What follows belongs to an exercise in optimizing a design on an open flow for a short achievable clock period and few clock cycles; a production flow would make more cautious choices. The RTL was checked by simulation tests, not by an equivalence proof against the original design. Power and IR drop assume default switching activity.

File: flow/config.mk
export PLATFORM = sky130hd
export DESIGN_NAME = cpu_top
export DESIGN_NICKNAME = cpu_top
export VERILOG_FILES = /design/flow/design.v
export SDC_FILE = /design/flow/constraint.sdc
export NUM_CORES = 4
export LEC_CHECK = 0
export ABC_CLOCK_PERIOD_IN_PS = 3000
export CAP_MARGIN = 20
export CELL_PAD_IN_SITES_DETAIL_PLACEMENT = 2
export CELL_PAD_IN_SITES_GLOBAL_PLACEMENT = 2
export CORE_MARGIN = 2
export CORE_UTILIZATION = 30
export SETUP_SLACK_MARGIN = 5
export SLEW_MARGIN = 20
export TNS_END_PERCENT = 100
File: flow/constraint.sdc
create_clock -name core_clock -period 11.0 [get_ports {clock}]
set_input_delay 2.2000 -clock core_clock [delete_from_list [all_inputs] [get_ports {clock}]]
set_output_delay 2.2000 -clock core_clock [all_outputs]
set_load 0.01 [all_outputs]
File: flow/design.v
`timescale 1ns/100ps
package cpu_pkg;
    typedef logic [31:0] word_t;
    typedef logic [4:0]  reg_index_t;
    typedef enum logic [1:0] {
        SIZE_BYTE = 2'd0,
        SIZE_HALF = 2'd1,
        SIZE_WORD = 2'd2
    } mem_size_t;
    typedef enum logic [4:0] {
        OPC_LOAD   = 5'b00000,
        OPC_OP_IMM = 5'b00100,
        OPC_AUIPC  = 5'b00101,
        OPC_STORE  = 5'b01000,
        OPC_OP     = 5'b01100,
        OPC_LUI    = 5'b01101,
        OPC_BRANCH = 5'b11000,
        OPC_JALR   = 5'b11001,
        OPC_JAL    = 5'b11011
    } opcode_t;
    typedef struct packed {
        logic add;     
        logic slt;     
        logic xor_;
        logic or_;
        logic and_;
        logic sll;
        logic srl;     
        logic imm;     
        logic tgt;     
        logic link;    
    } result_sel_t;
    localparam word_t INSTR_BYTES = 32'd4;
endpackage
`timescale 1ns/100ps
module instruction_decoder (
    input  cpu_pkg::word_t       instruction,
    output logic                 is_load,
    output logic                 is_store,
    output logic                 is_branch,
    output logic                 is_jal,
    output logic                 is_jalr,
    output logic                 is_op,        
    output logic                 writes_rd,    
    output cpu_pkg::result_sel_t result_sel,
    output logic                 alu_sub,      
    output logic                 alu_signed,   
    output cpu_pkg::word_t       imm_addr,     
    output cpu_pkg::word_t       imm_pc,       
    output cpu_pkg::word_t       imm_alu       
);
    cpu_pkg::opcode_t opcode;
    logic [2:0]       funct3;
    logic             valid;
    logic             is_op_imm;
    logic             is_lui;
    logic             is_auipc;
    logic             is_alu;
    cpu_pkg::word_t   imm_i;
    cpu_pkg::word_t   imm_s;
    cpu_pkg::word_t   imm_b;
    cpu_pkg::word_t   imm_u;
    cpu_pkg::word_t   imm_j;
    assign opcode = cpu_pkg::opcode_t'(instruction[6:2]);
    assign funct3 = instruction[14:12];
    assign valid  = (instruction[1:0] == 2'b11);
    assign is_op_imm = valid && opcode == cpu_pkg::OPC_OP_IMM;
    assign is_op     = valid && opcode == cpu_pkg::OPC_OP;
    assign is_lui    = valid && opcode == cpu_pkg::OPC_LUI;
    assign is_auipc  = valid && opcode == cpu_pkg::OPC_AUIPC;
    assign is_jal    = valid && opcode == cpu_pkg::OPC_JAL;
    assign is_jalr   = valid && opcode == cpu_pkg::OPC_JALR;
    assign is_branch = valid && opcode == cpu_pkg::OPC_BRANCH && funct3[2:1] != 2'b01;
    assign is_load   = valid && opcode == cpu_pkg::OPC_LOAD && funct3[1:0] != 2'b11
                       && funct3 != 3'b110;
    assign is_store  = valid && opcode == cpu_pkg::OPC_STORE && !funct3[2] && funct3[1:0] != 2'b11;
    assign is_alu    = is_op || is_op_imm;
    assign writes_rd = is_alu || is_lui || is_auipc || is_jal || is_jalr;
    assign result_sel.add  = is_alu && funct3 == 3'b000;
    assign result_sel.slt  = is_alu && funct3[2:1] == 2'b01;
    assign result_sel.xor_ = is_alu && funct3 == 3'b100;
    assign result_sel.or_  = is_alu && funct3 == 3'b110;
    assign result_sel.and_ = is_alu && funct3 == 3'b111;
    assign result_sel.sll  = is_alu && funct3 == 3'b001;
    assign result_sel.srl  = is_alu && funct3 == 3'b101;
    assign result_sel.imm  = is_lui;
    assign result_sel.tgt  = is_auipc;
    assign result_sel.link = is_jal || is_jalr;
    assign alu_sub    = is_op && instruction[30];
    assign alu_signed = funct3[2] ? instruction[30] : !funct3[0];
    assign imm_i = {{20{instruction[31]}}, instruction[31:20]};
    assign imm_s = {{20{instruction[31]}}, instruction[31:25], instruction[11:7]};
    assign imm_b = {{20{instruction[31]}}, instruction[7], instruction[30:25],
                    instruction[11:8], 1'b0};
    assign imm_u = {instruction[31:12], 12'b0};
    assign imm_j = {{12{instruction[31]}}, instruction[19:12], instruction[20],
                    instruction[30:21], 1'b0};
    assign imm_addr = (instruction[5] && !instruction[6]) ? imm_s : imm_i;  
    assign imm_pc   = instruction[6] ? (instruction[3] ? imm_j : imm_b) : imm_u;
    assign imm_alu  = instruction[5] ? imm_u : imm_i;            
endmodule
`timescale 1ns/100ps
module register_file (
    input  logic                clock,
    input  logic                reset,
    input  cpu_pkg::reg_index_t rs1,
    input  cpu_pkg::reg_index_t rs2,
    output cpu_pkg::word_t      rs1_data,
    output cpu_pkg::word_t      rs2_data,
    input  logic                write_enable,
    input  cpu_pkg::reg_index_t rd,
    input  cpu_pkg::word_t      rd_data
);
    cpu_pkg::word_t registers [1:31];  
    assign rs1_data = (rs1 == '0) ? '0 : registers[rs1];
    assign rs2_data = (rs2 == '0) ? '0 : registers[rs2];
    always_ff @(posedge clock or posedge reset) begin
        if (reset) begin
            for (int i = 1; i < 32; i++) begin
                registers[i] <= '0;
            end
        end else if (write_enable && rd != '0) begin
            registers[rd] <= rd_data;
        end
    end
endmodule
`timescale 1ns/100ps
module alu (
    input  cpu_pkg::result_sel_t sel,
    input  logic                 sub,
    input  logic                 signed_op,
    input  cpu_pkg::word_t       operand_a,
    input  cpu_pkg::word_t       operand_b,
    input  cpu_pkg::word_t       target,     
    input  cpu_pkg::word_t       link,       
    output cpu_pkg::word_t       result
);
    cpu_pkg::word_t sum;
    logic           less;
    logic [4:0]     shamt;
    cpu_pkg::word_t shl;
    cpu_pkg::word_t shr;
    assign shamt = operand_b[4:0];
    assign sum   = sub ? operand_a - operand_b : operand_a + operand_b;
    assign less  = signed_op ? ($signed(operand_a) < $signed(operand_b)) : (operand_a < operand_b);
    assign shl   = operand_a << shamt;
    assign shr   = $unsigned($signed({signed_op & operand_a[31], operand_a}) >>> shamt);
    assign result = ({32{sel.add}}  & sum)
                  | ({32{sel.slt}}  & {31'b0, less})
                  | ({32{sel.xor_}} & (operand_a ^ operand_b))
                  | ({32{sel.or_}}  & (operand_a | operand_b))
                  | ({32{sel.and_}} & (operand_a & operand_b))
                  | ({32{sel.sll}}  & shl)
                  | ({32{sel.srl}}  & shr)
                  | ({32{sel.imm}}  & operand_b)
                  | ({32{sel.tgt}}  & target)
                  | ({32{sel.link}} & link);
endmodule
`timescale 1ns/100ps
module memory_port (
    input  logic               reset,
    input  logic               want,
    input  logic               memory_ready,
    output logic               memory_enable,
    input  cpu_pkg::word_t     memory_data_in,
    input  logic [2:0]         load_funct3,
    output cpu_pkg::word_t     load_data,
    input  cpu_pkg::word_t     store_value,
    input  logic [1:0]         store_size,
    output cpu_pkg::word_t     memory_data_out
);
    assign memory_enable = want && !(memory_ready || reset);
    always_comb begin
        case (load_funct3[1:0])
            2'b00:   load_data = {{24{!load_funct3[2] && memory_data_in[7]}}, memory_data_in[7:0]};
            2'b01:   load_data = {{16{!load_funct3[2] && memory_data_in[15]}}, memory_data_in[15:0]};
            default: load_data = memory_data_in;
        endcase
    end
    always_comb begin
        case (store_size)
            cpu_pkg::SIZE_BYTE: memory_data_out = {24'b0, store_value[7:0]};
            cpu_pkg::SIZE_HALF: memory_data_out = {16'b0, store_value[15:0]};
            default:            memory_data_out = store_value;
        endcase
    end
endmodule
`timescale 1ns/100ps
module control_unit #(
    parameter cpu_pkg::word_t RESET_ADDRESS = 32'h0
) (
    input  logic                clock,
    input  logic                reset,
    input  logic                memory_ready,
    input  cpu_pkg::word_t      memory_data_in,
    output logic                want,
    output cpu_pkg::word_t      memory_address,
    output cpu_pkg::mem_size_t  memory_data_size,
    output logic                memory_operation,
    output cpu_pkg::word_t      store_value,
    output logic [2:0]          load_funct3,
    input  cpu_pkg::word_t      load_data,
    output cpu_pkg::reg_index_t rs1,
    output cpu_pkg::reg_index_t rs2,
    input  cpu_pkg::word_t      rs1_data,
    input  cpu_pkg::word_t      rs2_data,
    output logic                write_enable,
    output cpu_pkg::reg_index_t rd,
    output cpu_pkg::word_t      rd_data,
    output cpu_pkg::word_t      instruction,
    input  logic                is_load,
    input  logic                is_store,
    input  logic                is_branch,
    input  logic                is_jal,
    input  logic                is_jalr,
    input  logic                is_op,
    input  logic                writes_rd,
    input  cpu_pkg::result_sel_t result_sel,
    input  logic                alu_sub,
    input  logic                alu_signed,
    input  cpu_pkg::word_t      imm_addr,
    input  cpu_pkg::word_t      imm_pc,
    input  cpu_pkg::word_t      imm_alu,
    output cpu_pkg::result_sel_t ex_sel,
    output logic                ex_sub,
    output logic                ex_signed,
    output cpu_pkg::word_t      ex_a,
    output cpu_pkg::word_t      ex_b,
    output cpu_pkg::word_t      ex_target,
    output cpu_pkg::word_t      ex_link,
    input  cpu_pkg::word_t      ex_result
);
    localparam int IDX      = 5;              
    localparam int LINES    = 1 << IDX;
    localparam int PF_AHEAD = 96;             
    typedef enum logic [1:0] {BUS_IDLE, BUS_REQ, BUS_WAIT} bus_state_t;
    bus_state_t          bus_state;
    bus_state_t          bus_next;
    logic                bus_data;      
    logic                bus_data_next;
    logic                bus_idle_q;    
    logic                fetch_wait_q;  
    logic                data_wait_q;   
    logic                bus_pf;        
    logic                bus_pf_next;
    cpu_pkg::word_t      pf_addr;       
    cpu_pkg::word_t      pf_addr_next;
    logic                pf_ok_q;       
    logic                pf_done;
    logic                pf_go;
    logic                e_nobus_q;     
    logic                e_demand;      
    logic                nobus_next;
    logic                hit_next;
    logic                seq_hit;
    logic                seq_snoop;
    logic                btb_hit_q;
    cpu_pkg::word_t      btb_instr_q;
    logic [IDX-1:0]      btb_index;
    logic                btb_update;
    logic                fill;
    logic [IDX-1:0]      fill_index;
    logic                nb_r_q;
    logic                nb_n_q;
    logic                jump_q;        
    logic                want_t;
    logic                want_n;
    cpu_pkg::word_t      addr_q;
    cpu_pkg::mem_size_t  size_q;
    logic                op_q;
    cpu_pkg::word_t      sdata_q;
    logic                m_load;
    cpu_pkg::reg_index_t m_rd;
    logic [2:0]          m_funct3;
    logic                fetch_after;   
    logic                e_valid;
    cpu_pkg::word_t      e_pc;
    cpu_pkg::word_t      eff;           
    logic                mem_q;
    logic                load_q;
    logic                store_q;
    logic                jalr_q;
    logic                jal_q;
    logic                branch_q;
    logic [3:0]          lt_q;          
    logic [3:0]          eq_q;          
    logic [7:0]          sum0_q [4];    
    logic [7:0]          sum1_q [1:3];  
    logic [2:0]          gen_q;         
    logic [2:0]          prop_q;        
    logic [3:1]          carry;
    logic [7:0]          tsum0_q [4];   
    logic [7:0]          tsum1_q [1:3];  
    logic [2:0]          tgen_q;
    logic [2:0]          tprop_q;
    logic [3:1]          tcarry;
    logic [8:0]          tbyte_sum0 [4];
    logic [8:0]          tbyte_sum1 [4];
    logic [9:0]          tbyte_sum1_x [4];
    logic [8:0]          byte_sum0 [4];
    logic [8:0]          byte_sum1 [4];
    logic [9:0]          byte_sum1_x [4];
    logic [3:0]          byte_lt;
    logic [3:0]          byte_eq;
    logic [7:0]          byte_a [4];
    logic [7:0]          byte_b [4];
    logic                branch_taken;
    cpu_pkg::word_t      static_address;
    logic                redirect;      
    logic                back_q;        
    logic                wr_q;          
    cpu_pkg::reg_index_t rd_q;
    logic [2:0]          funct3_q;
    logic                pred_q;        
    cpu_pkg::word_t      c_instr;
    logic                c_hit;
    cpu_pkg::word_t      c_pc;
    logic [IDX-1:0]      seq_index;     
    logic                seq_wrap;      
    logic [31:IDX+2]     seq_tag;       
    logic [31:IDX+2]     b_tag_plus1;
    logic [31:IDX+2]     lookup_tag;
    logic                sel_eq_q;      
    logic                sel_ne_q;
    logic                sel_lt_q;
    logic                sel_ge_q;
    logic                e_demand_q;    
    logic                snoop;         
    logic                btb_valid;
    cpu_pkg::word_t      btb_pc;
    cpu_pkg::word_t      btb_target;
    cpu_pkg::word_t      line_data  [LINES];
    logic [31:IDX+2]     line_tag   [LINES];
    logic [LINES-1:0]    line_valid;
    logic                bus_idle;
    logic                fetch_wait;
    logic                e_exec;
    logic                c_ok;
    logic                need_bus;
    logic                b_fire;
    logic                c_fire;
    logic                fetched;
    cpu_pkg::word_t      b_instr;
    cpu_pkg::word_t      b_pc;
    logic                sign_flip;
    logic                equal;
    logic                less;
    logic                taken;
    cpu_pkg::word_t      exec_address;
    logic                use_btb;
    cpu_pkg::word_t      lookup_pc;
    logic [IDX-1:0]      lookup_index;
    logic                c_valid_op;
    logic                c_use1;
    logic                c_use2;
    logic                c_alu;
    logic                c_dep_e1;
    logic                c_dep_e2;
    logic                c_dep_m;
    logic                hazard;
    logic                fwd1;
    logic                fwd2;
    assign bus_idle   = bus_idle_q;
    assign fetch_wait = fetch_wait_q;
    always_comb begin
        bus_next      = bus_state;
        bus_data_next = bus_data;
        bus_pf_next   = bus_pf;
        case (bus_state)
            BUS_IDLE: begin
                if (e_exec && need_bus) begin
                    bus_next      = memory_ready ? BUS_REQ : BUS_WAIT;
                    bus_data_next = mem_q;
                    bus_pf_next   = 1'b0;
                end else if (pf_go) begin
                    bus_next      = memory_ready ? BUS_REQ : BUS_WAIT;
                    bus_data_next = 1'b0;
                    bus_pf_next   = 1'b1;
                end
            end
            BUS_REQ: if (!memory_ready) bus_next = BUS_WAIT;
            default: begin  
                if (memory_ready) begin
                    if (bus_data && fetch_after) begin
                        bus_next      = BUS_REQ;
                        bus_data_next = 1'b0;
                        bus_pf_next   = 1'b0;
                    end else begin
                        bus_next      = BUS_IDLE;
                    end
                end
            end
        endcase
    end
    assign e_exec   = e_valid && (bus_idle || (bus_pf && e_nobus_q));
    assign e_demand = e_demand_q;
    assign nobus_next = !(is_load || is_store || is_jal || is_jalr || is_branch) && hit_next && !use_btb;
    assign pf_go    = bus_idle && pf_ok_q && !e_demand;
    assign pf_done  = (bus_state == BUS_WAIT) && bus_pf && memory_ready;
    always_comb begin
        if (pf_done)                             pf_addr_next = pf_addr + cpu_pkg::INSTR_BYTES;
        else if (fetch_wait && addr_q >= pf_addr) pf_addr_next = addr_q + cpu_pkg::INSTR_BYTES;
        else                                     pf_addr_next = pf_addr;
    end
    assign c_ok     = redirect ? (c_hit && pred_q && !jalr_q) : (c_hit && !pred_q);
    assign need_bus = (jump_q || branch_taken) ? nb_r_q : nb_n_q;
    assign want_t   = !bus_idle || pf_go || (e_valid && nb_r_q);
    assign want_n   = !bus_idle || pf_go || (e_valid && (jump_q ? nb_r_q : nb_n_q));
    assign want     = branch_taken ? want_t : want_n;
    assign c_valid_op = (c_instr[1:0] == 2'b11);
    assign c_use1 = c_valid_op && (c_instr[6:2] == 5'b00100 || c_instr[6:2] == 5'b01100 ||
                                   c_instr[6:2] == 5'b11001 || c_instr[6:2] == 5'b11000 ||
                                   c_instr[6:2] == 5'b00000 || c_instr[6:2] == 5'b01000);
    assign c_use2 = c_valid_op && (c_instr[6:2] == 5'b01100 || c_instr[6:2] == 5'b11000 ||
                                   c_instr[6:2] == 5'b01000);
    assign c_alu  = c_valid_op && (c_instr[6:2] == 5'b00100 || c_instr[6:2] == 5'b01100);
    assign c_dep_e1 = c_use1 && c_instr[19:15] == rd_q && rd_q != '0;
    assign c_dep_e2 = c_use2 && c_instr[24:20] == rd_q && rd_q != '0;
    assign c_dep_m  = m_load && m_rd != '0 &&
                      ((c_use1 && c_instr[19:15] == m_rd) || (c_use2 && c_instr[24:20] == m_rd));
    assign hazard = (e_valid && (c_dep_e1 || c_dep_e2) && (load_q || (wr_q && !c_alu))) ||
                    (!bus_idle && bus_data && c_dep_m);
    assign c_fire = !fetch_wait && c_ok && !hazard && (!e_valid || e_exec);
    assign fwd1   = e_valid && wr_q && c_dep_e1;
    assign fwd2   = e_valid && wr_q && c_dep_e2;
    assign fetched = fetch_wait && memory_ready;
    assign b_fire  = fetched || c_fire;
    assign b_instr = fetch_wait ? memory_data_in : c_instr;
    assign b_pc    = fetch_wait ? addr_q : c_pc;
    assign instruction = b_instr;
    assign rs1         = b_instr[19:15];
    assign rs2         = b_instr[24:20];
    assign sign_flip = !instruction[13];
    assign equal     = &eq_q;
    assign less      = lt_q[3] || (eq_q[3] && lt_q[2]) || (eq_q[3] && eq_q[2] && lt_q[1]) ||
                       (eq_q[3] && eq_q[2] && eq_q[1] && lt_q[0]);
    assign taken        = (sel_eq_q && equal) || (sel_ne_q && !equal) ||
                          (sel_lt_q && less) || (sel_ge_q && !less);
    assign branch_taken = taken;
    assign redirect     = jal_q || jalr_q || branch_taken;
    assign carry[1] = gen_q[0];
    assign carry[2] = gen_q[1] || (prop_q[1] && gen_q[0]);
    assign carry[3] = gen_q[2] || (prop_q[2] && (gen_q[1] || (prop_q[1] && gen_q[0])));
    assign eff = {carry[3] ? sum1_q[3] : sum0_q[3],
                  carry[2] ? sum1_q[2] : sum0_q[2],
                  carry[1] ? sum1_q[1] : sum0_q[1],
                  sum0_q[0]};
    always_comb begin
        for (int k = 0; k < 4; k++) begin
            byte_sum0[k] = {1'b0, rs1_data[8*k +: 8]} + {1'b0, imm_addr[8*k +: 8]};
            byte_sum1_x[k] = {1'b0, rs1_data[8*k +: 8], 1'b1} + {1'b0, imm_addr[8*k +: 8], 1'b1};
            byte_sum1[k] = byte_sum1_x[k][9:1];   
            tbyte_sum0[k] = {1'b0, b_pc[8*k +: 8]} + {1'b0, imm_pc[8*k +: 8]};
            tbyte_sum1_x[k] = {1'b0, b_pc[8*k +: 8], 1'b1} + {1'b0, imm_pc[8*k +: 8], 1'b1};
            tbyte_sum1[k] = tbyte_sum1_x[k][9:1];
            byte_a[k]    = rs1_data[8*k +: 8];
            byte_b[k]    = rs2_data[8*k +: 8];
        end
        byte_a[3][7] = rs1_data[31] ^ sign_flip;
        byte_b[3][7] = rs2_data[31] ^ sign_flip;
        for (int k = 0; k < 4; k++) begin
            byte_lt[k] = byte_a[k] < byte_b[k];
            byte_eq[k] = rs1_data[8*k +: 8] == rs2_data[8*k +: 8];
        end
    end
    assign use_btb      = btb_valid && (b_pc == btb_pc);
    assign lookup_pc    = use_btb ? btb_target : b_pc + cpu_pkg::INSTR_BYTES;
    assign lookup_index = seq_index;
    assign seq_index    = b_pc[IDX+1:2] + 1'b1;
    assign seq_wrap     = &b_pc[IDX+1:2];
    assign b_tag_plus1  = b_pc[31:IDX+2] + 1'b1;
    assign seq_tag      = seq_wrap ? b_tag_plus1 : b_pc[31:IDX+2];
    assign lookup_tag   = seq_tag;
    assign seq_snoop    = pf_done && (b_pc + cpu_pkg::INSTR_BYTES) == addr_q;
    assign snoop        = seq_snoop;
    assign seq_hit      = line_valid[seq_index] && line_tag[seq_index] == seq_tag;
    assign hit_next     = use_btb ? btb_hit_q : (seq_hit || seq_snoop);
    assign fill         = fetched || pf_done;
    assign fill_index   = addr_q[IDX+1:2];
    assign btb_index    = btb_target[IDX+1:2];
    assign btb_update   = e_exec && redirect && back_q && !jalr_q;
    assign tcarry[1] = tgen_q[0];
    assign tcarry[2] = tgen_q[1] || (tprop_q[1] && tgen_q[0]);
    assign tcarry[3] = tgen_q[2] || (tprop_q[2] && (tgen_q[1] || (tprop_q[1] && tgen_q[0])));
    assign ex_target = {tcarry[3] ? tsum1_q[3] : tsum0_q[3],
                        tcarry[2] ? tsum1_q[2] : tsum0_q[2],
                        tcarry[1] ? tsum1_q[1] : tsum0_q[1],
                        tsum0_q[0]};
    always_comb begin
        if (mem_q || jalr_q)  static_address = {eff[31:1], eff[0] && mem_q};
        else if (jal_q)       static_address = ex_target;
        else                  static_address = ex_link;
    end
    assign exec_address = branch_taken ? ex_target : static_address;
    assign memory_address   = (bus_idle && e_demand && branch_taken) ? ex_target
                                  : ((bus_idle && e_demand) ? static_address : addr_q);
    assign memory_data_size = (bus_idle && e_demand) ? (mem_q ? cpu_pkg::mem_size_t'(funct3_q[1:0])
                                                              : cpu_pkg::SIZE_WORD)
                                                     : size_q;
    assign memory_operation = (bus_idle && e_demand) ? store_q : op_q;
    assign store_value      = (bus_idle && e_demand) ? ex_b : sdata_q;
    assign load_funct3      = m_funct3;
    assign rd           = data_wait_q ? m_rd : rd_q;
    assign write_enable = (e_exec && wr_q) || (data_wait_q && memory_ready && m_load);
    assign rd_data      = data_wait_q ? load_data : ex_result;
    always_ff @(posedge clock or posedge reset) begin
        if (reset) begin
            bus_state   <= BUS_REQ;
            bus_data    <= 1'b0;
            bus_idle_q  <= 1'b0;
            fetch_wait_q <= 1'b0;
            data_wait_q <= 1'b0;
            bus_pf      <= 1'b0;
            pf_addr     <= RESET_ADDRESS + cpu_pkg::INSTR_BYTES;
            pf_ok_q     <= 1'b0;
            addr_q      <= RESET_ADDRESS;
            size_q      <= cpu_pkg::SIZE_WORD;
            op_q        <= 1'b0;
            m_load      <= 1'b0;
            fetch_after <= 1'b0;
            e_valid     <= 1'b0;
            c_hit       <= 1'b0;
            e_demand_q  <= 1'b0;
            btb_valid   <= 1'b0;
            btb_hit_q   <= 1'b0;
            line_valid  <= '0;
        end else begin
            bus_state    <= bus_next;
            bus_data     <= bus_data_next;
            bus_idle_q   <= (bus_next == BUS_IDLE);
            fetch_wait_q <= (bus_next == BUS_WAIT) && !bus_data_next && !bus_pf_next;
            data_wait_q  <= (bus_next == BUS_WAIT) && bus_data_next;
            bus_pf       <= bus_pf_next;
            pf_addr      <= pf_addr_next;
            pf_ok_q      <= (pf_addr - e_pc) <= PF_AHEAD;
            case (bus_state)
                BUS_IDLE: begin
                    if (e_exec && need_bus) begin
                        addr_q      <= exec_address;
                        size_q      <= memory_data_size;
                        op_q        <= store_q;
                        m_load      <= load_q;
                        fetch_after <= mem_q && !c_ok;
                    end
                end
                BUS_REQ: ;
                default: begin  
                    if (memory_ready) begin
                        if (bus_data && fetch_after) begin
                            addr_q    <= ex_link;
                            size_q    <= cpu_pkg::SIZE_WORD;
                            op_q      <= 1'b0;
                        end
                        m_load <= 1'b0;
                    end
                end
            endcase
            if (bus_next == BUS_IDLE) begin
                addr_q <= pf_addr_next;
                size_q <= cpu_pkg::SIZE_WORD;
                op_q   <= 1'b0;
            end
            if (b_fire)      e_valid <= 1'b1;
            else if (e_exec) e_valid <= 1'b0;
            if (b_fire) c_hit <= hit_next;
            if (b_fire)      e_demand_q <= !nobus_next;
            else if (e_exec) e_demand_q <= 1'b0;
            btb_hit_q <= btb_valid && line_valid[btb_index] && line_tag[btb_index] == btb_target[31:IDX+2]
                         && !(fill && fill_index == btb_index) && !btb_update;
            if (btb_update) begin
                btb_valid  <= 1'b1;
                btb_pc     <= e_pc;
                btb_target <= ex_target;
            end
            if (fetched || pf_done) line_valid[addr_q[IDX+1:2]] <= 1'b1;
        end
    end
    always_ff @(posedge clock or posedge reset) begin
        if (reset)                 c_pc <= '0;
        else if (b_fire)           c_pc <= lookup_pc;
    end
    always_ff @(posedge clock or posedge reset) begin
        if (reset) begin
            pred_q    <= 1'b0;
            nb_r_q    <= 1'b0;
            nb_n_q    <= 1'b0;
            jump_q    <= 1'b0;
            e_nobus_q <= 1'b0;
            e_pc      <= '0;
            for (int k = 0; k < 4; k++) sum0_q[k] <= '0;
            for (int k = 1; k < 4; k++) sum1_q[k] <= '0;
            gen_q     <= '0;
            prop_q    <= '0;
            lt_q      <= '0;
            eq_q      <= '0;
            mem_q     <= 1'b0;
            store_q   <= 1'b0;
            jal_q     <= 1'b0;
            jalr_q    <= 1'b0;
            branch_q  <= 1'b0;
            sel_eq_q  <= 1'b0;
            sel_ne_q  <= 1'b0;
            sel_lt_q  <= 1'b0;
            sel_ge_q  <= 1'b0;
            back_q    <= 1'b0;
            wr_q      <= 1'b0;
            rd_q      <= '0;
            funct3_q  <= '0;
            ex_b      <= '0;
            for (int k = 0; k < 4; k++) tsum0_q[k] <= '0;
            for (int k = 1; k < 4; k++) tsum1_q[k] <= '0;
            tgen_q    <= '0;
            tprop_q   <= '0;
            ex_link   <= '0;
        end else if (b_fire) begin
            pred_q    <= use_btb;
            nb_r_q    <= is_load || is_store || !(hit_next && use_btb && !is_jalr);
            nb_n_q    <= is_load || is_store || !(hit_next && !use_btb);
            jump_q    <= is_jal || is_jalr;
            e_pc      <= b_pc;
            e_nobus_q <= nobus_next;
            for (int k = 0; k < 4; k++) sum0_q[k] <= byte_sum0[k][7:0];
            for (int k = 1; k < 4; k++) sum1_q[k] <= byte_sum1[k][7:0];
            gen_q     <= {byte_sum0[2][8], byte_sum0[1][8], byte_sum0[0][8]};
            prop_q    <= {byte_sum1[2][8], byte_sum1[1][8], byte_sum1[0][8]};
            lt_q      <= byte_lt;
            eq_q      <= byte_eq;
            mem_q     <= is_load || is_store;
            store_q   <= is_store;
            jal_q     <= is_jal;
            jalr_q    <= is_jalr;
            branch_q  <= is_branch;
            sel_eq_q  <= is_branch && b_instr[14:12] == 3'b000;
            sel_ne_q  <= is_branch && b_instr[14:12] == 3'b001;
            sel_lt_q  <= is_branch && b_instr[14] && !b_instr[12];
            sel_ge_q  <= is_branch && b_instr[14] && b_instr[12];
            back_q    <= imm_pc[31];
            wr_q      <= writes_rd && b_instr[11:7] != '0;
            rd_q      <= b_instr[11:7];
            funct3_q  <= b_instr[14:12];
            ex_b      <= (is_op || is_store) ? ((c_fire && fwd2) ? ex_result : rs2_data) : imm_alu;
            for (int k = 0; k < 4; k++) tsum0_q[k] <= tbyte_sum0[k][7:0];
            for (int k = 1; k < 4; k++) tsum1_q[k] <= tbyte_sum1[k][7:0];
            tgen_q    <= {tbyte_sum0[2][8], tbyte_sum0[1][8], tbyte_sum0[0][8]};
            tprop_q   <= {tbyte_sum1[2][8], tbyte_sum1[1][8], tbyte_sum1[0][8]};
            ex_link   <= b_pc + cpu_pkg::INSTR_BYTES;
        end
    end
    always_ff @(posedge clock) begin
        if (bus_idle && e_exec && need_bus) begin
            sdata_q  <= ex_b;
            m_rd     <= rd_q;
            m_funct3 <= funct3_q;
        end
        if (fetched || pf_done) begin
            line_data[addr_q[IDX+1:2]] <= memory_data_in;
            line_tag[addr_q[IDX+1:2]]  <= addr_q[31:IDX+2];
        end
        btb_instr_q <= line_data[btb_index];
        if (b_fire) begin
            c_instr    <= use_btb ? btb_instr_q : (seq_snoop ? memory_data_in : line_data[seq_index]);
            load_q     <= is_load;
            ex_sel     <= result_sel;
            ex_sub     <= alu_sub;
            ex_signed  <= alu_signed;
            ex_a       <= (c_fire && fwd1) ? ex_result : rs1_data;
        end
    end
endmodule
`timescale 1ns/100ps
module cpu_top #(
    parameter cpu_pkg::word_t RESET_ADDRESS = 32'h0
) (
    input  logic               clock,
    input  logic               reset,
    output cpu_pkg::word_t     memory_address,
    input  cpu_pkg::word_t     memory_data_in,
    output cpu_pkg::word_t     memory_data_out,
    output cpu_pkg::mem_size_t memory_data_size,
    output logic               memory_enable,
    output logic               memory_operation,  
    input  logic               memory_ready
);
    cpu_pkg::word_t       instruction;
    logic                 is_load;
    logic                 is_store;
    logic                 is_branch;
    logic                 is_jal;
    logic                 is_jalr;
    logic                 is_op;
    logic                 writes_rd;
    cpu_pkg::result_sel_t result_sel;
    logic                 alu_sub;
    logic                 alu_signed;
    cpu_pkg::word_t       imm_addr;
    cpu_pkg::word_t       imm_pc;
    cpu_pkg::word_t       imm_alu;
    cpu_pkg::reg_index_t  rs1;
    cpu_pkg::reg_index_t  rs2;
    cpu_pkg::word_t       rs1_data;
    cpu_pkg::word_t       rs2_data;
    logic                 write_enable;
    cpu_pkg::reg_index_t  rd;
    cpu_pkg::word_t       rd_data;
    cpu_pkg::result_sel_t ex_sel;
    logic                 ex_sub;
    logic                 ex_signed;
    cpu_pkg::word_t       ex_a;
    cpu_pkg::word_t       ex_b;
    cpu_pkg::word_t       ex_target;
    cpu_pkg::word_t       ex_link;
    cpu_pkg::word_t       ex_result;
    cpu_pkg::word_t       store_value;
    logic [2:0]           load_funct3;
    cpu_pkg::word_t       load_data;
    logic                 want;
    control_unit #(.RESET_ADDRESS(RESET_ADDRESS)) u_control_unit (
        .clock, .reset, .memory_ready, .memory_data_in, .want, .memory_address, .memory_data_size,
        .memory_operation, .store_value, .load_funct3, .load_data,
        .rs1, .rs2, .rs1_data, .rs2_data, .write_enable, .rd, .rd_data,
        .instruction, .is_load, .is_store, .is_branch, .is_jal, .is_jalr, .is_op, .writes_rd,
        .result_sel, .alu_sub, .alu_signed, .imm_addr, .imm_pc, .imm_alu,
        .ex_sel, .ex_sub, .ex_signed, .ex_a, .ex_b, .ex_target, .ex_link, .ex_result
    );
    instruction_decoder u_instruction_decoder (
        .instruction, .is_load, .is_store, .is_branch, .is_jal, .is_jalr, .is_op, .writes_rd,
        .result_sel, .alu_sub, .alu_signed, .imm_addr, .imm_pc, .imm_alu
    );
    register_file u_register_file (
        .clock, .reset, .rs1, .rs2, .rs1_data, .rs2_data, .write_enable, .rd, .rd_data
    );
    alu u_alu (
        .sel(ex_sel), .sub(ex_sub), .signed_op(ex_signed), .operand_a(ex_a), .operand_b(ex_b),
        .target(ex_target), .link(ex_link), .result(ex_result)
    );
    memory_port u_memory_port (
        .reset, .want, .memory_ready, .memory_enable, .memory_data_in, .load_funct3, .load_data,
        .store_value, .store_size(memory_data_size), .memory_data_out
    );
endmodule
File: flow/run.sh
#!/bin/bash
# synth_recipe.tcl (not shown) runs the flow's synth.tcl, then flattens the netlist and writes it again
# the make line also repeats each setting of config.mk as NAME=value (left out here)
make -C /OpenROAD-flow-scripts/flow DESIGN_CONFIG=/design/flow/config.mk WORK_HOME=/design/flow/orfs CLKGATE_MAP_FILE= SYNTH_SCRIPT=/design/flow/synth_recipe.tcl finish
==> results of run 1 <==
per-stage QoR:
stage	hold WS [ns]	power (W)	worst slack, ns
floorplan	0.423	0.0152	-14.63
CTS	0.436	0.0299	4.81
global placement	0.428	0.0161	2.18
finish	0.438	0.0298	4.86
global route	0.461	0.0305	4.84
detailed placement	0.433	0.0162	2.65
cells by family (layout without fill, tap and decap cells):
logic type,after synthesis,after routing,synth area share (%)
compound gates,3603,3604,13.2
xor+xnor,331,331,1.66
fa+ha+maj,284,284,2.06
buf+inv,1479,1828,3.28
flops,3425,3425,53.5
mux,1658,1659,17.2
other cells,0,40,0
simple gates,3709,3710,9.10
synthesized netlist by cell type, drive strengths merged, types with 22 or more instances:
cell / count
edfxtp: 2004
nand2: 1962
dfrtp: 1381
o21ai: 1178
mux4: 1096
clkbuf: 914
nor2: 659
a21oi: 599
a22oi: 436
nand3: 358
mux2i: 306
inv: 291
a221oi: 282
ha: 268
buf: 267
mux2: 256
a22o: 246
xnor2: 222
nand4: 157
a31oi: 143
nor3: 142
and3: 119
a21o: 115
xor2: 105
o21bai: 63
nor4: 60
nand2b: 54
a211oi: 53
o211ai: 50
a2111oi: 48
o22ai: 46
a222oi: 41
nor2b: 39
dfxtp: 37
o31ai: 36
and2: 34
o2111ai: 24
a32oi: 23
o21a: 22
per-layer routing:
metal / part of all wire (%) / wire, µm / global-route usage [%]
met1: 41 / 382000 / 40.4
met2: 44 / 412000 / 46.1
met3: 9.0 / 84000 / 6.66
met4: 5.7 / 53100 / 14.2
met5: 0.038 / 357 / 0
critical path: cells and delay by family, from the launching register on:
kind                   cells  cell delay (ns)
buffers and inverters      2             0.42
and+or+nand+nor            1             0.19
AOI/OAI and AO/OA          5             1.71
DFF                        1             0.41
muxes                      1             0.15
worst paths after layout:
check,cells past startpoint,slack [ns],startpoint,to
hold reg to reg,0,0.44,u_control_unit.e_pc[2],u_control_unit.btb_pc[2]
max in group asynchronous,5,6.36,reset,u_register_file.registers[10][8]
setup reg to reg,17,4.92,u_control_unit.fetch_wait_q,u_control_unit.ex_b[1]
setup / recovery,9,4.86,u_control_unit.eq_q[1],memory_enable
min in group asynchronous,2,1.79,reset,u_control_unit.bus_idle_q
hold / removal,0,0.44,u_control_unit.e_pc[2],u_control_unit.btb_pc[2]
power by group through the flow:
stage	Sequential, W	Clock, W	Combinational, W
floorplan	0.0144	0	0.000809
global placement	0.0144	0	0.00178
detailed placement	0.0144	0	0.00181
CTS	0.0141	0.0140	0.00184
global route	0.0141	0.0144	0.00197
finish	0.0141	0.0138	0.00186
what timing repair did:
action,in CTS,in global routing
buffers inserted,39,26
pin swaps,42,29
setup endpoints to repair,261,331
resized for setup,281,124
gates cloned,7,5
area by class of cell:
cell class | instances | area, µm²
timing repair inverter | 1 | 16.3
fill | 61006 | 387000
inverter | 298 | 1160
antenna | 40 | 100
sequential | 3425 | 95600
clock inverter | 192 | 1920
multi-input combinational | 9588 | 79800
clock buffer | 559 | 11400
tap | 7837 | 9810
timing repair buffer | 778 | 7040
==> results.json, run 1 <==
{
  "wl_per_cell_um": 41.0,
  "period_share_pct": 55.8,
  "largest_reg_flops": 1024,
  "vias_per_cell": 6.31,
  "antenna_left": 0,
  "fmax_mhz": 163,
  "synth_area_um2": 179000,
  "clock_latency_ns": 1.03,
  "cp_cell_sequence": "a21o_1 > a21o_1 > a21o_1 > buf_4 > a2111oi_4 > mux2i_2 > nand2b_4 > a311oi_4 > buf_2",
  "final_cell_mix": "edfxtp_1, nand2_1, dfrtp_1, o21ai_0, mux4_2",
  "grt_usage_pct": 30.0,
  "htree_levels": 5,
  "drt-initial-drc-count": 17968,
  "fin_util_pct": 34.9,
  "grt_pass1_vias": 146095,
  "synth_area_leader_cell": "edfxtp_1",
  "num_rows": 283,
  "seq_power_share_pct": 47.5,
  "fin_skew_ns": 0.134,
  "die_area_um2": 602000,
  "rsz0062_at_grt": "true",
  "clkSinkCount": 3425,
  "worst_path_max_delay_cell": "a311oi_4",
  "fin_area_um2": 207000,
  "crit_path_max_incr_delay_ns": 0.66,
  "grt_max_degree": 173,
  "antenna_found_initial": 66,
  "worstPathMaxFanout": 4,
  "hold_path_class": "reg -> reg",
  "fin_nets": 14816,
  "synthCells": 14489,
  "clk_pin_slew_ns": 0.06,
  "critical_path_class": "reg -> out",
  "final_common_cell": "edfxtp_1",
  "async_reset_ff_share_pct": 40.4,
  "postPlaceCellArea_um2": 191000,
  "netlist-cell-type-count": 106,
  "clk_path_buf_depth": 4,
  "area_growth_pct": 15.8,
  "intPower_w": 0.0223,
  "holdBufCountCts": 0,
  "arrival_ns": 3.94,
  "synth_nets": 14808,
  "switching_power_w": 0.00750,
  "hold_violations": 0,
  "combinationalPowerShare_pct": 6.2,
  "placed_cells": 21848,
  "place_hpwl_um": 604000,
  "grt-ovfl-total": 0,
  "place_congestion": 0.976,
  "setup_violations": 0,
  "synth_warnings": 16,
  "numCtsBuffers": 405,
  "cp_common_cell": "a21o_1",
  "synth_area_per_cell_um2": 12.3,
  "dieWidth_um": 776,
  "io_buffers": 102,
  "io_pins": 103,
  "cts_root_buf": "clkbuf_16",
  "period_minus_slack_ns": 6.14,
  "via_count": 143453,
  "synth_top_area_share_pct": 33.7,
  "setup.worst_path.start_class": "flop",
  "p_sw_share_pct": 25.2,
  "start_util_pct": 30.1,
  "leakage_nw": 74.9,
  "critPathRequiredTime_ns": 8.80,
  "ys_seq_area_share_pct": 53.5,
  "synthFlopType": "edfxtp_1",
  "synth_edf_count": 2004,
  "drc": 0,
  "worst_pin_slew_ns": 1.26,
  "clockPowerShare_pct": 46.3,
  "firstDrtPassIters": 10,
  "ir_drop_mv": 0.131,
  "synthTopCellsByArea": "edfxtp_1, dfrtp_1, mux4_2, nand2_1, o21ai_0",
  "layout.cells.non_filler": 22718,
  "cts_tree": "done",
  "die_height_um": 776,
  "power_density_nw_per_um2": 144,
  "slew_viol_final": 0,
  "fp.coreArea_um2": 593000,
  "drive_gt1_share_pct": 21.4,
  "wl_um": 932000,
  "ys_seq_elements": 3425,
  "fin_setup_tns_ns": 0,
  "cap_violations": 0,
  "end_kind": "output port",
  "grt_first_pass_wirelength_um": 1270000,
  "status": "finished clean",
  "relSlewSlack_pct": 13.9
}
Testbench counts, summed over its fixed seeds: cycles 24,767.
==> run 2, diff against run 1 <==
--- a/flow/design.v
+++ b/flow/design.v
@@ -255,15 +255,11 @@
     logic                seq_hit;
     logic                seq_snoop;
-    logic                btb_hit_q;
-    cpu_pkg::word_t      btb_instr_q;
-    logic [IDX-1:0]      btb_index;
-    logic                btb_update;
     logic                fill;
     logic [IDX-1:0]      fill_index;
-    logic                nb_r_q;
     logic                nb_n_q;
-    logic                jump_q;        
     logic                want_t;
     logic                want_n;
+    logic                nbn_q;         
+    logic                fetch_next;    
     cpu_pkg::word_t      addr_q;
     cpu_pkg::mem_size_t  size_q;
@@ -283,6 +279,6 @@
     logic                jal_q;
     logic                branch_q;
-    logic [3:0]          lt_q;          
-    logic [3:0]          eq_q;          
+    logic [1:0]          lt_q;          
+    logic [1:0]          eq_q;          
     logic [7:0]          sum0_q [4];    
     logic [7:0]          sum1_q [1:3];  
@@ -308,9 +304,7 @@
     cpu_pkg::word_t      static_address;
     logic                redirect;      
-    logic                back_q;        
     logic                wr_q;          
     cpu_pkg::reg_index_t rd_q;
     logic [2:0]          funct3_q;
-    logic                pred_q;        
     cpu_pkg::word_t      c_instr;
     logic                c_hit;
@@ -327,7 +321,4 @@
     logic                e_demand_q;    
     logic                snoop;         
-    logic                btb_valid;
-    cpu_pkg::word_t      btb_pc;
-    cpu_pkg::word_t      btb_target;
     cpu_pkg::word_t      line_data  [LINES];
     logic [31:IDX+2]     line_tag   [LINES];
@@ -348,5 +339,4 @@
     logic                taken;
     cpu_pkg::word_t      exec_address;
-    logic                use_btb;
     cpu_pkg::word_t      lookup_pc;
     logic [IDX-1:0]      lookup_index;
@@ -373,4 +363,8 @@
                     bus_data_next = mem_q;
                     bus_pf_next   = 1'b0;
+                end else if (fetch_next) begin
+                    bus_next      = BUS_REQ;
+                    bus_data_next = 1'b0;
+                    bus_pf_next   = 1'b0;
                 end else if (pf_go) begin
                     bus_next      = memory_ready ? BUS_REQ : BUS_WAIT;
@@ -395,5 +389,5 @@
     assign e_exec   = e_valid && (bus_idle || (bus_pf && e_nobus_q));
     assign e_demand = e_demand_q;
-    assign nobus_next = !(is_load || is_store || is_jal || is_jalr || is_branch) && hit_next && !use_btb;
+    assign nobus_next = !(is_load || is_store || is_jal || is_jalr || is_branch) && hit_next;
     assign pf_go    = bus_idle && pf_ok_q && !e_demand;
     assign pf_done  = (bus_state == BUS_WAIT) && bus_pf && memory_ready;
@@ -403,8 +397,9 @@
         else                                     pf_addr_next = pf_addr;
     end
-    assign c_ok     = redirect ? (c_hit && pred_q && !jalr_q) : (c_hit && !pred_q);
-    assign need_bus = (jump_q || branch_taken) ? nb_r_q : nb_n_q;
-    assign want_t   = !bus_idle || pf_go || (e_valid && nb_r_q);
-    assign want_n   = !bus_idle || pf_go || (e_valid && (jump_q ? nb_r_q : nb_n_q));
+    assign c_ok     = !redirect && c_hit;
+    assign need_bus = branch_taken || nbn_q;
+    assign fetch_next = e_exec && branch_q && !branch_taken && nb_n_q;
+    assign want_t   = !bus_idle || pf_go || e_valid;
+    assign want_n   = !bus_idle || pf_go || (e_valid && nbn_q);
     assign want     = branch_taken ? want_t : want_n;
     assign c_valid_op = (c_instr[1:0] == 2'b11);
@@ -432,7 +427,6 @@
     assign rs2         = b_instr[24:20];
     assign sign_flip = !instruction[13];
-    assign equal     = &eq_q;
-    assign less      = lt_q[3] || (eq_q[3] && lt_q[2]) || (eq_q[3] && eq_q[2] && lt_q[1]) ||
-                       (eq_q[3] && eq_q[2] && eq_q[1] && lt_q[0]);
+    assign equal     = eq_q[1] && eq_q[0];
+    assign less      = lt_q[1] || (eq_q[1] && lt_q[0]);
     assign taken        = (sel_eq_q && equal) || (sel_ne_q && !equal) ||
                           (sel_lt_q && less) || (sel_ge_q && !less);
@@ -464,6 +458,5 @@
         end
     end
-    assign use_btb      = btb_valid && (b_pc == btb_pc);
-    assign lookup_pc    = use_btb ? btb_target : b_pc + cpu_pkg::INSTR_BYTES;
+    assign lookup_pc    = b_pc + cpu_pkg::INSTR_BYTES;
     assign lookup_index = seq_index;
     assign seq_index    = b_pc[IDX+1:2] + 1'b1;
@@ -475,9 +468,7 @@
     assign snoop        = seq_snoop;
     assign seq_hit      = line_valid[seq_index] && line_tag[seq_index] == seq_tag;
-    assign hit_next     = use_btb ? btb_hit_q : (seq_hit || seq_snoop);
+    assign hit_next     = seq_hit || seq_snoop;
     assign fill         = fetched || pf_done;
     assign fill_index   = addr_q[IDX+1:2];
-    assign btb_index    = btb_target[IDX+1:2];
-    assign btb_update   = e_exec && redirect && back_q && !jalr_q;
     assign tcarry[1] = tgen_q[0];
     assign tcarry[2] = tgen_q[1] || (tprop_q[1] && tgen_q[0]);
@@ -488,11 +479,10 @@
                         tsum0_q[0]};
     always_comb begin
-        if (mem_q || jalr_q)  static_address = {eff[31:1], eff[0] && mem_q};
-        else if (jal_q)       static_address = ex_target;
-        else                  static_address = ex_link;
+        if (mem_q || jalr_q)          static_address = {eff[31:1], eff[0] && mem_q};
+        else if (jal_q || branch_q)   static_address = ex_target;
+        else                          static_address = ex_link;
     end
-    assign exec_address = branch_taken ? ex_target : static_address;
-    assign memory_address   = (bus_idle && e_demand && branch_taken) ? ex_target
-                                  : ((bus_idle && e_demand) ? static_address : addr_q);
+    assign exec_address = static_address;
+    assign memory_address   = (bus_idle && e_demand) ? static_address : addr_q;
     assign memory_data_size = (bus_idle && e_demand) ? (mem_q ? cpu_pkg::mem_size_t'(funct3_q[1:0])
                                                               : cpu_pkg::SIZE_WORD)
@@ -522,6 +512,4 @@
             c_hit       <= 1'b0;
             e_demand_q  <= 1'b0;
-            btb_valid   <= 1'b0;
-            btb_hit_q   <= 1'b0;
             line_valid  <= '0;
         end else begin
@@ -542,4 +530,10 @@
                         m_load      <= load_q;
                         fetch_after <= mem_q && !c_ok;
+                    end else if (fetch_next) begin
+                        addr_q      <= ex_link;
+                        size_q      <= cpu_pkg::SIZE_WORD;
+                        op_q        <= 1'b0;
+                        m_load      <= 1'b0;
+                        fetch_after <= 1'b0;
                     end
                 end
@@ -566,11 +560,4 @@
             if (b_fire)      e_demand_q <= !nobus_next;
             else if (e_exec) e_demand_q <= 1'b0;
-            btb_hit_q <= btb_valid && line_valid[btb_index] && line_tag[btb_index] == btb_target[31:IDX+2]
-                         && !(fill && fill_index == btb_index) && !btb_update;
-            if (btb_update) begin
-                btb_valid  <= 1'b1;
-                btb_pc     <= e_pc;
-                btb_target <= ex_target;
-            end
             if (fetched || pf_done) line_valid[addr_q[IDX+1:2]] <= 1'b1;
         end
@@ -582,8 +569,6 @@
     always_ff @(posedge clock or posedge reset) begin
         if (reset) begin
-            pred_q    <= 1'b0;
-            nb_r_q    <= 1'b0;
             nb_n_q    <= 1'b0;
-            jump_q    <= 1'b0;
+            nbn_q     <= 1'b0;
             e_nobus_q <= 1'b0;
             e_pc      <= '0;
@@ -603,5 +588,4 @@
             sel_lt_q  <= 1'b0;
             sel_ge_q  <= 1'b0;
-            back_q    <= 1'b0;
             wr_q      <= 1'b0;
             rd_q      <= '0;
@@ -614,8 +598,7 @@
             ex_link   <= '0;
         end else if (b_fire) begin
-            pred_q    <= use_btb;
-            nb_r_q    <= is_load || is_store || !(hit_next && use_btb && !is_jalr);
-            nb_n_q    <= is_load || is_store || !(hit_next && !use_btb);
-            jump_q    <= is_jal || is_jalr;
+            nb_n_q    <= is_load || is_store || !hit_next;
+            nbn_q     <= is_branch ? 1'b0
+                                   : (is_load || is_store || is_jal || is_jalr || !hit_next);
             e_pc      <= b_pc;
             e_nobus_q <= nobus_next;
@@ -624,6 +607,6 @@
             gen_q     <= {byte_sum0[2][8], byte_sum0[1][8], byte_sum0[0][8]};
             prop_q    <= {byte_sum1[2][8], byte_sum1[1][8], byte_sum1[0][8]};
-            lt_q      <= byte_lt;
-            eq_q      <= byte_eq;
+            lt_q      <= {byte_lt[3] || (byte_eq[3] && byte_lt[2]), byte_lt[1] || (byte_eq[1] && byte_lt[0])};
+            eq_q      <= {byte_eq[3] && byte_eq[2], byte_eq[1] && byte_eq[0]};
             mem_q     <= is_load || is_store;
             store_q   <= is_store;
@@ -635,5 +618,4 @@
             sel_lt_q  <= is_branch && b_instr[14] && !b_instr[12];
             sel_ge_q  <= is_branch && b_instr[14] && b_instr[12];
-            back_q    <= imm_pc[31];
             wr_q      <= writes_rd && b_instr[11:7] != '0;
             rd_q      <= b_instr[11:7];
@@ -657,7 +639,6 @@
             line_tag[addr_q[IDX+1:2]]  <= addr_q[31:IDX+2];
         end
-        btb_instr_q <= line_data[btb_index];
         if (b_fire) begin
-            c_instr    <= use_btb ? btb_instr_q : (seq_snoop ? memory_data_in : line_data[seq_index]);
+            c_instr    <= seq_snoop ? memory_data_in : line_data[seq_index];
             load_q     <= is_load;
             ex_sel     <= result_sel;
==> flow/flow/run.sh (new file) <==
#!/bin/bash
# Standard layout with two changes to how it is made: the port buffers are
# buf_8 instead of the default cell, and timing repair aims 6.3 ns below the period.
set -euo pipefail
bash standard.sh "BUFFER_PORTS_ARGS=-buffer_cell sky130_fd_sc_hd__buf_8" SETUP_SLACK_MARGIN=6.3 finish > standard_make.log 2>&1
==> flow/standard.sh (new file) <==
#!/bin/bash
# synth_recipe.tcl (not shown) runs the flow's synth.tcl, then flattens the netlist and writes it again
# the make line also repeats each setting of config.mk as NAME=value (left out here)
make -C /OpenROAD-flow-scripts/flow DESIGN_CONFIG=/design/flow/config.mk WORK_HOME=/design/flow/orfs CLKGATE_MAP_FILE= SYNTH_SCRIPT=/design/flow/synth_recipe.tcl "${@:-finish}"
--- a/flow/config.mk
+++ b/flow/config.mk
@@ -7,10 +7,11 @@
 export LEC_CHECK = 0
 export ABC_CLOCK_PERIOD_IN_PS = 3000
-export CAP_MARGIN = 20
+export CAP_MARGIN = 40
 export CELL_PAD_IN_SITES_DETAIL_PLACEMENT = 2
 export CELL_PAD_IN_SITES_GLOBAL_PLACEMENT = 2
 export CORE_MARGIN = 2
 export CORE_UTILIZATION = 30
+export PLACE_DENSITY = 0.45
 export SETUP_SLACK_MARGIN = 5
-export SLEW_MARGIN = 20
+export SLEW_MARGIN = 40
 export TNS_END_PERCENT = 100
removed: flow/run.sh
==> run 2 against run 1 <==
Effect of this change:
- largest cell class unchanged
- total power rose to 2.5 times the previous value
- first-iteration DRC count shrank 26%
- clock skew is 0.043 ns lower
- maximum frequency rose by 13%
- core utilization increased by 3.6 points
- design area down 3.2%
- via count fell by 9.6%
==> results.json, run 2 <==
{
  "worst_path_max_delay_cell": "dfrtp_4",
  "status": "finished clean",
  "end_kind": "output port",
  "period_share_pct": 49.5,
  "die_height_um": 727,
  "ys_seq_area_share_pct": 58.7,
  "final_cell_mix": "nand2_1, edfxtp_1, dfrtp_1, o21ai_0, buf_4",
  "crit_path_max_incr_delay_ns": 0.52,
  "hold_path_class": "reg -> reg",
  "hold_violations": 0,
  "synth_common_cells": "nand2_1, edfxtp_1, dfrtp_1",
  "drive_gt1_share_pct": 25.7,
  "clockPowerShare_pct": 17.9,
  "synth_top_family_by_area": "compound AO/OA/AOI/OAI gates",
  "yosys.area_share.simple_pct": 10.6,
  "cp_common_cell": "a21oi_4",
  "cp_cell_sequence": "a21oi_2 > buf_6 > inv_2 > a21oi_4 > buf_12 > mux2i_4 > nor2_2 > a21oi_4 > o21ai_2 > buf_8",
  "synth_compound_area_share_pct": 15.0,
  "async_reset_ff_share_pct": 40.9,
  "synth_nets": 13754,
  "drc": 0,
  "wl_um": 912000,
  "fin_nets": 14501,
  "reg2reg_from": "u_control_unit.fetch_wait_q",
  "antenna_found_initial": 53,
  "p_sw_share_pct": 47.7,
  "synth_top_area_share_pct": 37.2,
  "crit_end": "memory_address[26]",
  "start_util_pct": 30.1,
  "fin_util_pct": 38.5,
  "grt-ovfl-total": 0,
  "cap_violations": 0,
  "seq_power_share_pct": 23.7,
  "synth_area_leader_cell": "edfxtp_1",
  "arrival_ns": 3.24,
  "synthTopCellsByArea": "edfxtp_1, dfrtp_1, mux4_2, nand2_1, o21ai_0",
  "netlist-cell-type-count": 99,
  "dieWidth_um": 727,
  "cts_root_buf": "clkbuf_16",
  "final_common_cell": "nand2_1",
  "fmax_mhz": 184,
  "path_depth": 10,
  "grt_max_degree": 122,
  "crit_start": "u_control_unit.gen_q[0]",
  "clock_latency_ns": 1.06,
  "combinationalPowerShare_pct": 58.3,
  "period_minus_slack_ns": 5.44,
  "intPower_w": 0.0394,
  "synthMuxAreaShare_pct": 8.53,
  "clk_pin_slew_ns": 0.06,
  "ir_drop_mv": 0.263,
  "fin_setup_tns_ns": 0,
  "ys_seq_elements": 3285,
  "cts_tree": "done",
  "synth_area_um2": 157000,
  "holdBufCountCts": 0,
  "clk_path_buf_depth": 4,
  "synthCells": 13435,
  "drt-initial-drc-count": 13293,
  "leakage_nw": 75.4,
  "yosysMostFrequentCell": "nand2_1",
  "worstPathMaxFanout": 8,
  "die_area_um2": 528000,
  "synthXorXnorAreaFrac_pct": 1.60,
  "via_count": 129641,
  "setup.worst_path.start_class": "flop",
  "synth_warnings": 16,
  "area_growth_pct": 27.9,
  "critical_path_buf_inv_count": 4,
  "htree_levels": 5,
  "place_congestion": 0.923,
  "rsz0062_at_grt": "true",
  "largest_reg_flops": 1024,
  "io_pins": 103,
  "fp.coreArea_um2": 521000,
  "relSlewSlack_pct": 27.1,
  "io_buffers": 102,
  "grt_first_pass_wirelength_um": 1220000,
  "fin_skew_ns": 0.0903,
  "num_rows": 265,
  "synth_edf_count": 1941,
  "wl_per_cell_um": 42.5,
  "synthFlopType": "edfxtp_1",
  "grt_usage_pct": 33.4,
  "grt_pass1_vias": 134506,
  "slew_viol_final": 0,
  "synthAdderAreaFrac_pct": 2.34,
  "setup_violations": 0,
  "critical_path_class": "reg -> out",
  "worst_pin_slew_ns": 1.09,
  "power_density_nw_per_um2": 375,
  "r2r_setup_slack_ns": 5.92,
  "synth_area_per_cell_um2": 11.7,
  "critical-path-top-delay-family": "compound AO/OA/AOI/OAI gates",
  "vias_per_cell": 6.03,
  "switching_power_w": 0.0359,
  "antenna_left": 0,
  "critPathRequiredTime_ns": 8.80,
  "r2r_cells": 22,
  "clkSinkCount": 3285,
  "r2r_end": "u_control_unit.e_demand_q",
  "place_hpwl_um": 568000,
  "firstDrtPassIters": 8,
  "numCtsBuffers": 396
}
-- run 2: per-stage QoR --
step           setup WS (ns)  cells  hold WS [ns]  total power (W)  cell area [µm²]
2_1_floorplan          -9.79  13435         0.423           0.0355           157000
3_3_place_gp            2.43  19965         0.435           0.0514           168000
3_5_place_dp            3.16  20008         0.447           0.0522           170000
4_1_cts                 5.45  21255         0.449           0.0721           195000
5_1_grt                 5.48  21458         0.462           0.0780           200000
6_report                5.56  21482         0.454           0.0752           200000
-- run 2: worst min-delay path by stage --
stage	from	endpoint	slack, ns	cells past startpoint
after detailed placement	u_control_unit.line_valid[20]	u_control_unit.line_valid[20]	0.45	1
after global placement	u_control_unit.funct3_q[2]	u_control_unit.m_funct3[2]	0.43	0
final	u_control_unit.funct3_q[2]	u_control_unit.m_funct3[2]	0.45	0
after global routing	u_control_unit.funct3_q[2]	u_control_unit.m_funct3[2]	0.46	0
after CTS	u_control_unit.funct3_q[2]	u_control_unit.m_funct3[2]	0.45	0
after floorplan	u_control_unit.rd_q[0]	u_control_unit.m_rd[0]	0.42	0
-- run 2: cell families after synthesis --
kind of cell / after synthesis
AOI/OAI and AO/OA: 3599
xor gates and xnor gates: 281
adders and majority gates: 284
buffers and inverters: 1312
DFF: 3285
muxes: 800
and+or+nand+nor: 3874
-- run 2: what timing repair did --
action                                  4_1_cts  5_1_grt
pin swaps                                   375      443
buffers inserted                            440      163
gates resized for setup                    1297      901
gates cloned                                 76       33
endpoints found under the setup margin     1508     1103
endpoints found under the hold margin         0        0
-- run 2: power by group through the flow --
stage               sequential, W  combinational, W  clock (W)
floorplan                  0.0168            0.0188          0
global route               0.0179            0.0459     0.0142
detailed placement         0.0180            0.0342          0
finish                     0.0179            0.0439     0.0135
CTS                        0.0177            0.0406     0.0138
global placement           0.0179            0.0334          0
-- run 2: area by class of cell --
class	instances	area (µm²)
fillers	52823	320000
flip-flops and latches	3285	92000
multi-input cells	8848	68100
repair buffers	1357	17300
clock buffers	533	10900
well taps	6942	8690
clock inverters	198	2180
inverters	290	1220
diodes	25	62.6
repair inverters	4	37.5
-- run 2: routing by layer --
layer | wire (µm) | global-route usage, %
met4 | 47800 | 13.6
met2 | 415000 | 53.5
met1 | 392000 | 45.0
met3 | 57700 | 5.64
met5 | 53 | 0
Testbench counts of run 2, summed over its fixed seeds: cycles 25,033.
==> run 3, diff against run 2 <==
--- a/flow/design.v
+++ b/flow/design.v
@@ -233,4 +233,5 @@
     localparam int IDX      = 5;              
     localparam int LINES    = 1 << IDX;
+    localparam int TAGW     = 32 - (IDX + 2) + 1;
     localparam int PF_AHEAD = 96;             
     typedef enum logic [1:0] {BUS_IDLE, BUS_REQ, BUS_WAIT} bus_state_t;
@@ -312,7 +313,7 @@
     logic [IDX-1:0]      seq_index;     
     logic                seq_wrap;      
-    logic [31:IDX+2]     seq_tag;       
+    logic [TAGW-1:0]     seq_tag;       
     logic [31:IDX+2]     b_tag_plus1;
-    logic [31:IDX+2]     lookup_tag;
+    logic [TAGW-1:0]     lookup_tag;
     logic                sel_eq_q;      
     logic                sel_ne_q;
@@ -322,5 +323,5 @@
     logic                snoop;         
     cpu_pkg::word_t      line_data  [LINES];
-    logic [31:IDX+2]     line_tag   [LINES];
+    logic [TAGW-1:0]     line_tag   [LINES];
     logic [LINES-1:0]    line_valid;
     logic                bus_idle;
@@ -463,5 +464,5 @@
     assign seq_wrap     = &b_pc[IDX+1:2];
     assign b_tag_plus1  = b_pc[31:IDX+2] + 1'b1;
-    assign seq_tag      = seq_wrap ? b_tag_plus1 : b_pc[31:IDX+2];
+    assign seq_tag      = {seq_wrap ? b_tag_plus1 : b_pc[31:IDX+2], b_pc[1]};
     assign lookup_tag   = seq_tag;
     assign seq_snoop    = pf_done && (b_pc + cpu_pkg::INSTR_BYTES) == addr_q;
@@ -637,5 +638,5 @@
         if (fetched || pf_done) begin
             line_data[addr_q[IDX+1:2]] <= memory_data_in;
-            line_tag[addr_q[IDX+1:2]]  <= addr_q[31:IDX+2];
+            line_tag[addr_q[IDX+1:2]]  <= {addr_q[31:IDX+2], addr_q[1]};
         end
         if (b_fire) begin
==> run 3 against run 2 <==
Effect of this change:
- largest power group unchanged
- setup slack got worse by 0.099 ns
- non-clock buffer count rose by 124
- critical endpoint is now memory_address[27]
- sequential share of layout area down 0.79 points
- area after synthesis up 3.1%
- design area up 2.8%
- first-iteration DRC count is 26% higher
- synthesized cell count grew 3.7%
==> results.json, run 3 <==
{
  "clk_pin_slew_ns": 0.07,
  "largest_reg_flops": 1024,
  "clkSinkCount": 3317,
  "drive_gt1_share_pct": 24.9,
  "fmax_mhz": 181,
  "antenna_found_initial": 69,
  "antenna_left": 0,
  "clk_path_buf_depth": 4,
  "setup.worst_path.start_class": "flop",
  "critical_path_class": "reg -> out",
  "relSlewSlack_pct": 30.0,
  "synth_area_leader_cell": "edfxtp_1",
  "drt-initial-drc-count": 16697,
  "synthCells": 13936,
  "wl_per_cell_um": 44.0,
  "hold_ws_ns": 0.458,
  "cts_tree": "done",
  "synth_nets": 14255,
  "cts_root_buf": "clkbuf_16",
  "firstDrtPassIters": 8,
  "synth_area_um2": 161000,
  "ys_seq_elements": 3317,
  "hold_violations": 0,
  "fin_ws_ns": 5.46,
  "final_cell_mix": "nand2_1, edfxtp_1, dfrtp_1, o21ai_0, buf_4",
  "async_reset_ff_share_pct": 40.5,
  "fin_skew_ns": 0.109,
  "worstPathMaxFanout": 8,
  "holdBufCountCts": 0,
  "slew_viol_final": 0,
  "synth_top_area_share_pct": 36.7,
  "vias_per_cell": 6.17,
  "io_buffers": 102,
  "die_area_um2": 544000,
  "netlist-cell-type-count": 91,
  "ys_seq_area_share_pct": 57.5,
  "fin_util_pct": 38.4,
  "ir_drop_mv": 0.243,
  "area_growth_pct": 27.6,
  "arrival_ns": 3.34,
  "synth_warnings": 16,
  "grt_pass1_vias": 141738,
  "die_height_um": 738,
  "grt_first_pass_wirelength_um": 1310000,
  "synth_area_per_cell_um2": 11.6,
  "grt-ovfl-total": 0,
  "drc": 0,
  "cap_violations": 0,
  "htree_levels": 5,
  "via_count": 137780,
  "period_share_pct": 50.4,
  "synth_common_cells": "nand2_1, edfxtp_1, dfrtp_1",
  "critPathRequiredTime_ns": 8.80,
  "clock_latency_ns": 1.07,
  "final_common_cell": "nand2_1",
  "fin_nets": 15079,
  "end_kind": "output port",
  "rsz0062_at_grt": "true",
  "synthFlopType": "edfxtp_1",
  "dp_slack_ns": 3.03,
  "place_congestion": 0.932,
  "synth_edf_count": 1973,
  "grt_max_degree": 183,
  "place_hpwl_um": 609000,
  "n_fill_cell": 54512,
  "hold_path_class": "reg -> reg",
  "synthTopCellsByArea": "edfxtp_1, dfrtp_1, mux4_2, nand2_1, o21ai_0",
  "num_rows": 269,
  "fin_setup_tns_ns": 0,
  "yosysMostFrequentCell": "nand2_1",
  "status": "finished clean",
  "grt_usage_pct": 35.0,
  "dieWidth_um": 738,
  "numCtsBuffers": 405,
  "leakage_nw": 77.5,
  "fp.coreArea_um2": 536000,
  "setup_violations": 0,
  "wl_um": 982000,
  "worst_pin_slew_ns": 1.05,
  "period_minus_slack_ns": 5.54,
  "io_pins": 103,
  "start_util_pct": 30.1,
  "power_density_nw_per_um2": 301
}
run 3: changes by cell type after synthesis, sizes merged, moves of 32 or more:
| cell | previous run | this run |
|---|---|---|
| a21oi | 612 | 689 |
| a22oi | 392 | 462 |
| a31oi | 68 | 194 |
| and3 | 63 | 105 |
| clkbuf | 819 | 876 |
| edfxtp | 1941 | 1973 |
| mux2 | 95 | 209 |
| mux2i | 288 | 369 |
| nand2 | 2178 | 2143 |
| nand3 | 385 | 330 |
| nor2 | 665 | 804 |
| nor3 | 130 | 187 |
| o21ai | 1289 | 964 |
run 3: metal layers:
| metal | vias to the layer above | wire length (µm) | global-route usage [%] |
|---|---|---|---|
| met3 | 1956 | 75000 | 7.06 |
| met4 | 14 | 47300 | 13.8 |
| li1 | 54397 | - | - |
| met2 | 6539 | 438000 | 54.4 |
| met1 | 74874 | 422000 | 48.0 |
| met5 | - | 139 | 0.0961 |
run 3: cell type report:
class | instances | area, µm² | share of cell area [%]
Multi-Input combinational cell | 9253 | 70400 | 34.2
Antenna cell | 39 | 97.6 | 0.0474
Timing Repair Buffer | 1481 | 18900 | 9.18
Clock inverter | 186 | 2030 | 0.984
Clock buffer | 569 | 11300 | 5.50
Inverter | 299 | 1230 | 0.599
Timing Repair inverter | 3 | 26.3 | 0.0128
Tap cell | 7181 | 8980 | 4.36
Sequential cell | 3317 | 92900 | 45.1
run 3: repair_timing:
action	CTS	global route
resized for setup	1309	441
endpoints found under the setup margin	1688	785
endpoints found under the hold margin	0	0
buffers inserted	486	158
pin swaps	273	283
gates cloned	78	18
run 3: where the power goes:
| group | internal, W | switching (W) | total (W) |
|---|---|---|---|
| Combinational | 0.0121 | 0.0199 | 0.0320 |
| Sequential | 0.0147 | 0.00161 | 0.0163 |
| Clock | 0.00788 | 0.00595 | 0.0138 |
| Total | 0.0346 | 0.0275 | 0.0621 |
run 3: stage by stage:
| stage | total power, W | instance area (µm²) | cells |
|---|---|---|---|
| 3_5_place_dp | 0.0417 | 176000 | 20789 |
| 4_1_cts | 0.0606 | 202000 | 22108 |
| 2_1_floorplan | 0.0297 | 161000 | 13936 |
| 5_1_grt | 0.0642 | 206000 | 22293 |
| 3_3_place_gp | 0.0411 | 174000 | 20744 |
| 6_report | 0.0621 | 206000 | 22328 |
run 3: logic make-up (layout without fill, tap and decap cells):
family                     Yosys count  after routing  share of synthesized area, %
muxes                              994            994                          9.56
xor gates and xnor gates           257            257                          1.42
AOI/OAI and AO/OA                 3647           3649                          15.0
DFF                               3317           3317                          57.5
and+or+nand+nor                   4066           4069                          10.9
other                                0             39                             0
buffers and inverters             1371           2538                          3.30
adders and majority gates          284            284                          2.28
run 3: final timing paths:
kind | start | end | slack [ns] | depth (start not counted)
worst max-delay path | u_control_unit.tgen_q[0] | memory_address[27] | 5.46 | 10
worst min-delay path | u_control_unit.line_valid[20] | u_control_unit.line_valid[20] | 0.46 | 1
worst max register to register | u_control_unit.fetch_wait_q | u_control_unit.e_demand_q | 5.90 | 18
worst min register to register | u_control_unit.line_valid[20] | u_control_unit.line_valid[20] | 0.46 | 1
max in group asynchronous | reset | u_register_file.registers[22][18] | 7.24 | 5
min in group asynchronous | reset | u_control_unit.e_pc[11] | 1.17 | 2
run 3: critical path, cell delays in order, from the launching register on:
cell and delay [ns]:
dfrtp_4 0.49, a21oi_2 0.14, buf_6 0.14, inv_2 0.04, a21oi_2 0.16, buf_8 0.17, mux2_4 0.32, mux2_2 0.29
a21oi_4 0.23, o21ai_4 0.18, buf_8 0.17
Testbench counts of run 3, summed over its fixed seeds: cycles 25,033.

## port drivers added, routing unchanged
In the flow no input, the clock included, has a driving cell. The finished layouts below were timed again as built, in two steps. Step 1 (the two cells are an assumption about what drives the block):
set clk [get_ports {clock}]
set_driving_cell -lib_cell sky130_fd_sc_hd__clkbuf_16 $clk
set_driving_cell -lib_cell sky130_fd_sc_hd__buf_2 [delete_from_list [all_inputs] $clk]
Step 2 times the ports against the registers' clock, not the clock port: input delays grow and output delays shrink by t, the midpoint of the rising clock arrivals with the driver on. a / b / c = ideal / step 1 / step 2; a / b = the first two.
| run | shift t [ns] | setup WS [ns] | hold WS [ns] | worst register clock-pin slew, ns | worst data-port slew with drivers (ns) |
|---|---|---|---|---|---|
| run 1 | 1.104 | 4.857 / 4.735 / 3.850 | 0.438 / 0.438 / 0.438 | 0.07 / 0.07 | 0.24 |
| run 2 | 1.137 | 5.560 / 5.433 / 4.608 | 0.454 / 0.454 / 0.454 | 0.07 / 0.07 | 0.36 |
| run 3 | 1.157 | 5.461 / 5.316 / 4.588 | 0.458 / 0.458 / 0.458 | 0.07 / 0.07 | 0.49 |
After both steps every run listed still meets setup and hold. For run 1, which loses most, drivers alone change the setup slack by -0.122 ns; drivers and shift together by -1.007 ns.
